This is an optimization exercise on Yosys and OpenROAD, whose aim is small area, not a production implementation. The RTL was checked by simulation tests, not by an equivalence proof against the original design. The clock port is modelled as an ideal driver; clocking choices that lean on that would not hold on a real chip.

==> inputs of nickel <==
// cpu_top
module cpu_top
(
    input  logic     clock,
    input  logic     rst,
    input  logic     ack,
    input  isa_pkg::word_t    rdata,
    output logic     req,
    output bus_pkg::mem_req_t mem_req,
    output logic     halted
);
    localparam logic [3:0] S_INIT   = 4'd0;    
    localparam logic [3:0] S_LX     = 4'd1;    
    localparam logic [3:0] S_FETCH  = 4'd2;    
    localparam logic [3:0] S_EXW    = 4'd3;    
    localparam logic [3:0] S_EX1    = 4'd4;    
    localparam logic [3:0] S_EX2    = 4'd5;    
    localparam logic [3:0] S_LXB    = 4'd6;    
    localparam logic [3:0] S_STREQ  = 4'd7;    
    localparam logic [3:0] S_LXW    = 4'd8;    
    localparam logic [3:0] S_HALTED = 4'd9;
    logic [3:0]  state;
    logic [5:0]  k;
    logic        last;
    logic [5:0]  op;
    logic [2:0]  sa;
    logic [2:0]  sb;
    logic [2:0]  dst;
    logic        hilo;
    logic        imm_bit;
    logic        st_init, st_lx, st_ex1, st_ex2, st_lxb, st_streq;
    logic [63:0] regs [0:7];
    logic [7:0]  ro;
    logic [63:0] pcr;
    logic [63:0] xr;
    logic [63:0] yr;
    logic [7:0]  flags;
    logic [5:0]  s;       
    logic        c;       
    logic        pc_c;    
    logic        a_bit, b_bit, fa, fb;
    logic [2:0]  b_sel;
    logic        op_ldi, op_add, op_sub, op_and, op_or, op_xor, op_shl;
    logic        op_store, op_feq, op_flt, op_fand, op_jmp, op_jf, op_halt;
    logic        sub, bb, cin, sum, c_next, alu_bit, ge, w_bit, jump;
    logic        reg_op, wen_any, pc_in, pcin, x_in, flag_v;
    logic [7:0]  wen;
    assign op   = rdata[5:0];
    assign sa   = rdata[8:6];
    assign sb   = rdata[11:9];
    assign dst  = rdata[14:12];
    assign hilo = rdata[15];
    assign imm_bit = rdata[32 + k[4:0]];
    assign last     = &k;
    assign st_init  = (state == S_INIT);
    assign st_lx    = (state == S_LX);
    assign st_ex1   = (state == S_EX1);
    assign st_ex2   = (state == S_EX2);
    assign st_lxb   = (state == S_LXB);
    assign st_streq = (state == S_STREQ);
    assign op_ldi   = (op == isa_pkg::OP_LDI);
    assign op_add   = (op == isa_pkg::OP_ADD);
    assign op_sub   = (op == isa_pkg::OP_SUB);
    assign op_and   = (op == isa_pkg::OP_AND);
    assign op_or    = (op == isa_pkg::OP_OR);
    assign op_xor   = (op == isa_pkg::OP_XOR);
  ...
clock: 10.0 ns
lec_check: 0
cap_margin: 20
core_margin: 2
core_utilization: 60
slew_margin: 20
standard.sh (not shown) runs the stock make flow with config.mk's settings and CLKGATE_MAP_FILE= SYNTH_SCRIPT=/design/flow/synth_recipe.tcl, a recipe that flattens the netlist after the stock synthesis.
==> flow/flow/run.sh <==
#!/bin/bash
# Standard ORFS layout (the standard.sh, unchanged synthesis, floorplan,
# power grid and routing) with two changes:
#  - ports are buffered with sky130_fd_sc_hd__buf_1 instead of the default pick
#  - the clock tree is built from clkbuf_8 only, without dummy loads
# make's full output goes to standard.log; ORFS writes its per-step logs
# under orfs/logs.
export BUFFER_PORTS_ARGS="-buffer_cell sky130_fd_sc_hd__buf_1"
export CTS_ARGS="-sink_clustering_enable -repair_clock_nets -buf_list sky130_fd_sc_hd__clkbuf_4 -sink_clustering_size 10 -sink_clustering_max_diameter 40 -dont_use_dummy_load"
bash standard.sh > standard.log 2>&1
==> inputs of amber, as changes to nickel <==
--- a/flow/design.v
+++ b/flow/design.v
@@ -61,62 +61,64 @@
     input  logic     ack,
     input  isa_pkg::word_t    rdata,
     output logic     req,
     output bus_pkg::mem_req_t mem_req,
     output logic     halted
 );
     localparam logic [3:0] S_INIT   = 4'd0;    
     localparam logic [3:0] S_LX     = 4'd1;    
-    localparam logic [3:0] S_FETCH  = 4'd2;    
-    localparam logic [3:0] S_EXW    = 4'd3;    
-    localparam logic [3:0] S_EX1    = 4'd4;    
-    localparam logic [3:0] S_EX2    = 4'd5;    
-    localparam logic [3:0] S_LXB    = 4'd6;    
-    localparam logic [3:0] S_STREQ  = 4'd7;    
-    localparam logic [3:0] S_LXW    = 4'd8;    
-    localparam logic [3:0] S_HALTED = 4'd9;
+    localparam logic [3:0] S_LXI    = 4'd2;    
+    localparam logic [3:0] S_FETCH  = 4'd3;    
+    localparam logic [3:0] S_EXW    = 4'd4;    
+    localparam logic [3:0] S_EX1    = 4'd5;    
+    localparam logic [3:0] S_EX2    = 4'd6;    
+    localparam logic [3:0] S_LXB    = 4'd7;    
+    localparam logic [3:0] S_STREQ  = 4'd8;    
+    localparam logic [3:0] S_LXW    = 4'd9;    
+    localparam logic [3:0] S_HALTED = 4'd10;
     logic [3:0]  state;
     logic [5:0]  k;
     logic        last;
+    logic        first;
     logic [5:0]  op;
     logic [2:0]  sa;
     logic [2:0]  sb;
     logic [2:0]  dst;
     logic        hilo;
     logic        imm_bit;
-    logic        st_init, st_lx, st_ex1, st_ex2, st_lxb, st_streq;
+    logic        st_init, st_ex1, st_ex2, st_lxb, st_inc, st_streq;
     logic [63:0] regs [0:7];
     logic [7:0]  ro;
     logic [63:0] pcr;
     logic [63:0] xr;
     logic [63:0] yr;
     logic [7:0]  flags;
     logic [5:0]  s;       
     logic        c;       
-    logic        pc_c;    
     logic        a_bit, b_bit, fa, fb;
     logic [2:0]  b_sel;
     logic        op_ldi, op_add, op_sub, op_and, op_or, op_xor, op_shl;
     logic        op_store, op_feq, op_flt, op_fand, op_jmp, op_jf, op_halt;
-    logic        sub, bb, cin, sum, c_next, alu_bit, ge, w_bit, jump;
-    logic        reg_op, wen_any, pc_in, pcin, x_in, flag_v;
+    logic        sub, bb, cin, c_next, alu_bit, ge, w_bit, jump;
+    logic        reg_op, wen_any, pc_in, p_inc, x_in, flag_v;
     logic [7:0]  wen;
     assign op   = rdata[5:0];
     assign sa   = rdata[8:6];
     assign sb   = rdata[11:9];
     assign dst  = rdata[14:12];
     assign hilo = rdata[15];
     assign imm_bit = rdata[32 + k[4:0]];
     assign last     = &k;
+    assign first    = ~|k;
     assign st_init  = (state == S_INIT);
-    assign st_lx    = (state == S_LX);
     assign st_ex1   = (state == S_EX1);
     assign st_ex2   = (state == S_EX2);
     assign st_lxb   = (state == S_LXB);
+    assign st_inc   = (state == S_LXB) | (state == S_LXI);
     assign st_streq = (state == S_STREQ);
     assign op_ldi   = (op == isa_pkg::OP_LDI);
     assign op_add   = (op == isa_pkg::OP_ADD);
     assign op_sub   = (op == isa_pkg::OP_SUB);
     assign op_and   = (op == isa_pkg::OP_AND);
     assign op_or    = (op == isa_pkg::OP_OR);
     assign op_xor   = (op == isa_pkg::OP_XOR);
     assign op_shl   = (op == isa_pkg::OP_SHL);
@@ -136,92 +138,74 @@
     end
     assign b_sel = st_lxb ? s[2:0] : sb;
     assign a_bit = ro[sa];
     assign b_bit = ro[b_sel];
     assign fa    = flags[sa];
     assign fb    = flags[sb];
     assign sub    = op_sub | op_feq | op_flt;
     assign bb     = b_bit ^ sub;
-    assign cin    = (k == 6'd0) ? sub : c;
-    assign sum    = a_bit ^ bb ^ cin;
-    assign c_next = (~op_feq & a_bit & bb) | (cin & (a_bit ^ bb));
+    assign cin    = first ? (sub | ~st_ex1) : c;
+    assign c_next = st_ex1 ? ((~op_feq & a_bit & bb) | (cin & (a_bit ^ bb)))
+                           : (pcr[0] & cin);
+    logic [3:0] lut;
+    logic       ldi_bit;
     always_comb
     begin
-        alu_bit = 1'b0;
-        if (op_ldi)
-        begin
-            if (hilo)
-            begin
-                alu_bit = k[5] ? imm_bit : a_bit;
-            end
-            else
-            begin
-                alu_bit = ~k[5] & imm_bit;
-            end
-        end
-        else if (op_add | op_sub)
-        begin
-            alu_bit = sum;
-        end
-        else if (op_and)
-        begin
-            alu_bit = a_bit & b_bit;
-        end
-        else if (op_or)
-        begin
-            alu_bit = a_bit | b_bit;
-        end
-        else if (op_xor)
-        begin
-            alu_bit = a_bit ^ b_bit;
-        end
+        case (op[2:0])
+            3'd1:    lut = 4'b0110;    
+            3'd2:    lut = 4'b1001;    
+            3'd3:    lut = 4'b1000;    
+            3'd4:    lut = 4'b1110;    
+            default: lut = 4'b0110;    
+        endcase
     end
-    assign ge     = (k >= s);
-    assign reg_op = op_ldi | op_add | op_sub | op_and | op_or | op_xor;
+    assign ldi_bit = hilo ? (k[5] ? imm_bit : a_bit) : (~k[5] & imm_bit);
+    assign alu_bit = op_ldi ? ldi_bit : (lut[{a_bit, b_bit}] ^ ((op_add | op_sub) & cin));
+    assign ge      = (k >= s);
+    assign reg_op  = op_ldi | op_add | op_sub | op_and | op_or | op_xor;
     assign wen_any = st_ex1 & reg_op | st_ex2;
-    assign w_bit  = st_init ? 1'b0 : (st_ex2 ? (ge & yr[0]) : alu_bit);
+    assign w_bit   = ~st_init & (st_ex2 ? (ge & yr[0]) : alu_bit);
     always_comb
     begin
         for (int j = 0; j < 8; j++)
         begin
             wen[j] = st_init | (wen_any & (dst == 3'(j)));
         end
     end
     always_ff @(posedge clock)
     begin
         for (int j = 0; j < 8; j++)
         begin
             regs[j] <= {wen[j] ? w_bit : regs[j][0], regs[j][63:1]};
         end
     end
     assign jump  = op_jmp | (op_jf & fa);
-    assign pcin  = (k == 6'd0) ? 1'b1 : pc_c;
+    assign p_inc = pcr[0] ^ (st_inc & cin);
     always_comb
     begin
-        pc_in = pcr[0];
+        pc_in = p_inc;
         if (st_init)
         begin
             pc_in = 1'b0;
         end
-        else if (st_ex1)
+        else if (st_ex1 & jump)
         begin
-            pc_in = jump ? (~k[5] & imm_bit) : (pcr[0] ^ pcin);
+            pc_in = ~k[5] & imm_bit;
         end
     end
     always_ff @(posedge clock)
     begin
-        pcr  <= {pc_in, pcr[63:1]};
-        pc_c <= pcr[0] & pcin;
-        c    <= c_next;
+        pcr <= {pc_in, pcr[63:1]};
+        c   <= c_next;
     end
-    assign x_in = st_lxb ? b_bit : pcr[0];
+    assign x_in = st_lxb ? b_bit : p_inc;
     always_ff @(posedge clock)
     begin
-        if (st_lx | st_lxb)
+        if ((state == S_LX) | st_inc)
         begin
             xr <= {x_in, xr[63:1]};
         end
         if (st_ex1 | (st_ex2 & ge))
         begin
             yr <= {a_bit, yr[63:1]};
         end
     end
@@ -269,24 +253,24 @@
             state <= S_INIT;
             k     <= '0;
             req   <= 1'b0;
         end
         else
         begin
             k <= k + 6'd1;
             case (state)
-                S_INIT:
+                S_INIT, S_LXW:
                 begin
                     if (last)
                     begin
                         state <= S_LX;
                     end
                 end
-                S_LX:
+                S_LX, S_LXI:
                 begin
                     if (last)
                     begin
                         state <= S_FETCH;
                     end
                 end
                 S_FETCH:
                 begin
@@ -316,27 +300,38 @@
                     if (last)
                     begin
                         if (op_shl)
                         begin
                             state <= S_EX2;
                         end
                         else
                         begin
-                            req   <= 1'b0;
-                            state <= op_store ? S_LXB : S_LX;
+                            req <= 1'b0;
+                            if (op_store)
+                            begin
+                                state <= S_LXB;
+                            end
+                            else if (jump)
+                            begin
+                                state <= S_LX;
+                            end
+                            else
+                            begin
+                                state <= S_LXI;
+                            end
                         end
                     end
                 end
                 S_EX2:
                 begin
                     if (last)
                     begin
                         req   <= 1'b0;
-                        state <= S_LX;
+                        state <= S_LXI;
                     end
                 end
                 S_LXB:
                 begin
                     if (last)
                     begin
                         state <= S_STREQ;
                     end
@@ -348,23 +343,16 @@
                         req   <= 1'b0;
                         state <= S_LXW;
                     end
                     else if (!ack)
                     begin
                         req <= 1'b1;
                     end
                 end
-                S_LXW:
-                begin
-                    if (last)
-                    begin
-                        state <= S_LX;
-                    end
-                end
                 default:
                 begin
                     req <= 1'b0;
                 end
             endcase
         end
     end
     assign mem_req.addr  = xr;
==> flow/flow/run.sh (replaced) <==
#!/bin/bash
# Standard ORFS layout (the standard.sh, unchanged synthesis, floorplan,
# power grid and routing) with two changes:
#  - ports are buffered with sky130_fd_sc_hd__buf_1 instead of the default pick
#  - the clock tree is built from clkbuf_8 only, without dummy loads
# make's full output goes to standard.log; ORFS writes its per-step logs
# under orfs/logs.
export BUFFER_PORTS_ARGS="-buffer_cell sky130_fd_sc_hd__buf_1"
export CTS_ARGS="-sink_clustering_enable -repair_clock_nets -buf_list sky130_fd_sc_hd__clkbuf_16 -sink_clustering_size 34 -sink_clustering_max_diameter 80 -dont_use_dummy_load"
bash standard.sh > standard.log 2>&1
- CORE_UTILIZATION: 60 -> 40
==> inputs of zinc, as changes to nickel <==
==> flow/run.sh (new file) <==
#!/bin/bash
# synth_recipe.tcl (not shown) runs the flow's synth.tcl, then flattens the netlist and writes it again
# the make line also repeats each setting of config.mk as NAME=value (left out here)
make -C /OpenROAD-flow-scripts/flow DESIGN_CONFIG=/design/flow/config.mk WORK_HOME=/design/flow/orfs CLKGATE_MAP_FILE= SYNTH_SCRIPT=/design/flow/synth_recipe.tcl finish
- CORE_UTILIZATION: 60 -> 40
- CTS_BUF_LIST: default -> sky130_fd_sc_hd__clkbuf_8
- CTS_CLUSTER_DIAMETER: default -> 60
- CTS_CLUSTER_SIZE: default -> 20
removed: flow/flow/run.sh
removed: flow/standard.sh
==> comparison table <==
item                                                                                                  amber                 zinc               nickel
Result of the run                                                          no timing/DRC/antenna violations      failed layout checks  no timing/DRC/antenna violations
Reasons for failing layout checks                                                                         -        antenna rules                    -
Share of the clock period used by the worst path after layout                                         0.425                0.499                0.461
Detailed-route wire length on metal 1                                                              12800 um             14000 um             12500 um
Share of final layout cell area taken by clock buffers and inverters                                 0.0323               0.0435               0.0325
Number of tapcells                                                                                      600                  600                  390
Met2 wirelength from detailed routing                                                              10500 um             10500 um             10400 um
Area fraction of the dominant cell type after synthesis                                               0.658                0.654                0.654
Number of cells in the design after placement                                                          1805                 1825                 1615
Number of nets in the layout                                                                           1315                 1359                 1400
Final HPWL from detailed placement                                                                 16100 um             17000 um             16100 um
Vias in the first global route                                                                         7494                 7808                 7965
Clock latency on the worst-skew pair                                                                0.60 ns              0.65 ns              0.73 ns
Max transition margin                                                                                 0.270                0.313                0.299
Sequential share of cell area                                                                         0.791                0.734                0.796
Post-Syn Area per Cell                                                                             17.4 um2             17.3 um2             17.3 um2
Post-synthesis share of cell area spent on full adders, half adders and majority gates               0.0103               0.0130               0.0130
Count of unique library cells instantiated by Yosys                                                      63                   61                   61
Pre-CTS setup slack                                                                                 5.11 ns              4.34 ns              4.69 ns
Cells after synthesis                                                                                  1043                 1056                 1056
Worst-case hold slack                                                                              0.292 ns             0.306 ns             0.226 ns
Mapped cell area                                                                                  18100 um2            18300 um2            18300 um2
Die W                                                                                                217 um               218 um               178 um
Destination of the critical timing path                                                 regs[2][63]$_DFF_P_  regs[0][63]$_DFF_P_  regs[5][63]$_DFF_P_

[what the ideal ports hide]
The flow's constraints put no driver on any port. The routed layouts listed below were extracted and timed again, unchanged, in two steps.
Step 1 sets driving cells, clkbuf_16 on the clock port and buf_2 on the other inputs (assumed; they add their load-dependent delay and slew).
Step 2, shift: input delay + t, output delay - t, t = (earliest + latest rising clock arrival at the registers) / 2. This alone moves slack from input paths to output paths.
Slacks: ideal ports / drivers / drivers and shift; pairs: ideal ports / drivers.
run	shift t [ns]	setup slack, ns	worst hold slack (ns)	worst setup path at the end	worst data-port slew with drivers (ns)
nickel	0.708	5.391 / 5.360 / 4.653	0.226 / 0.226 / 0.226	input to register	0.09
amber	0.620	5.749 / 5.726 / 5.106	0.292 / 0.292 / 0.292	input to register	0.08
zinc	0.677	5.009 / 5.038 / 4.360	0.306 / 0.306 / 0.306	input to register	0.09
The setup slack of nickel, which loses most, moves by -0.031 ns with the drivers and by -0.738 ns with both steps.
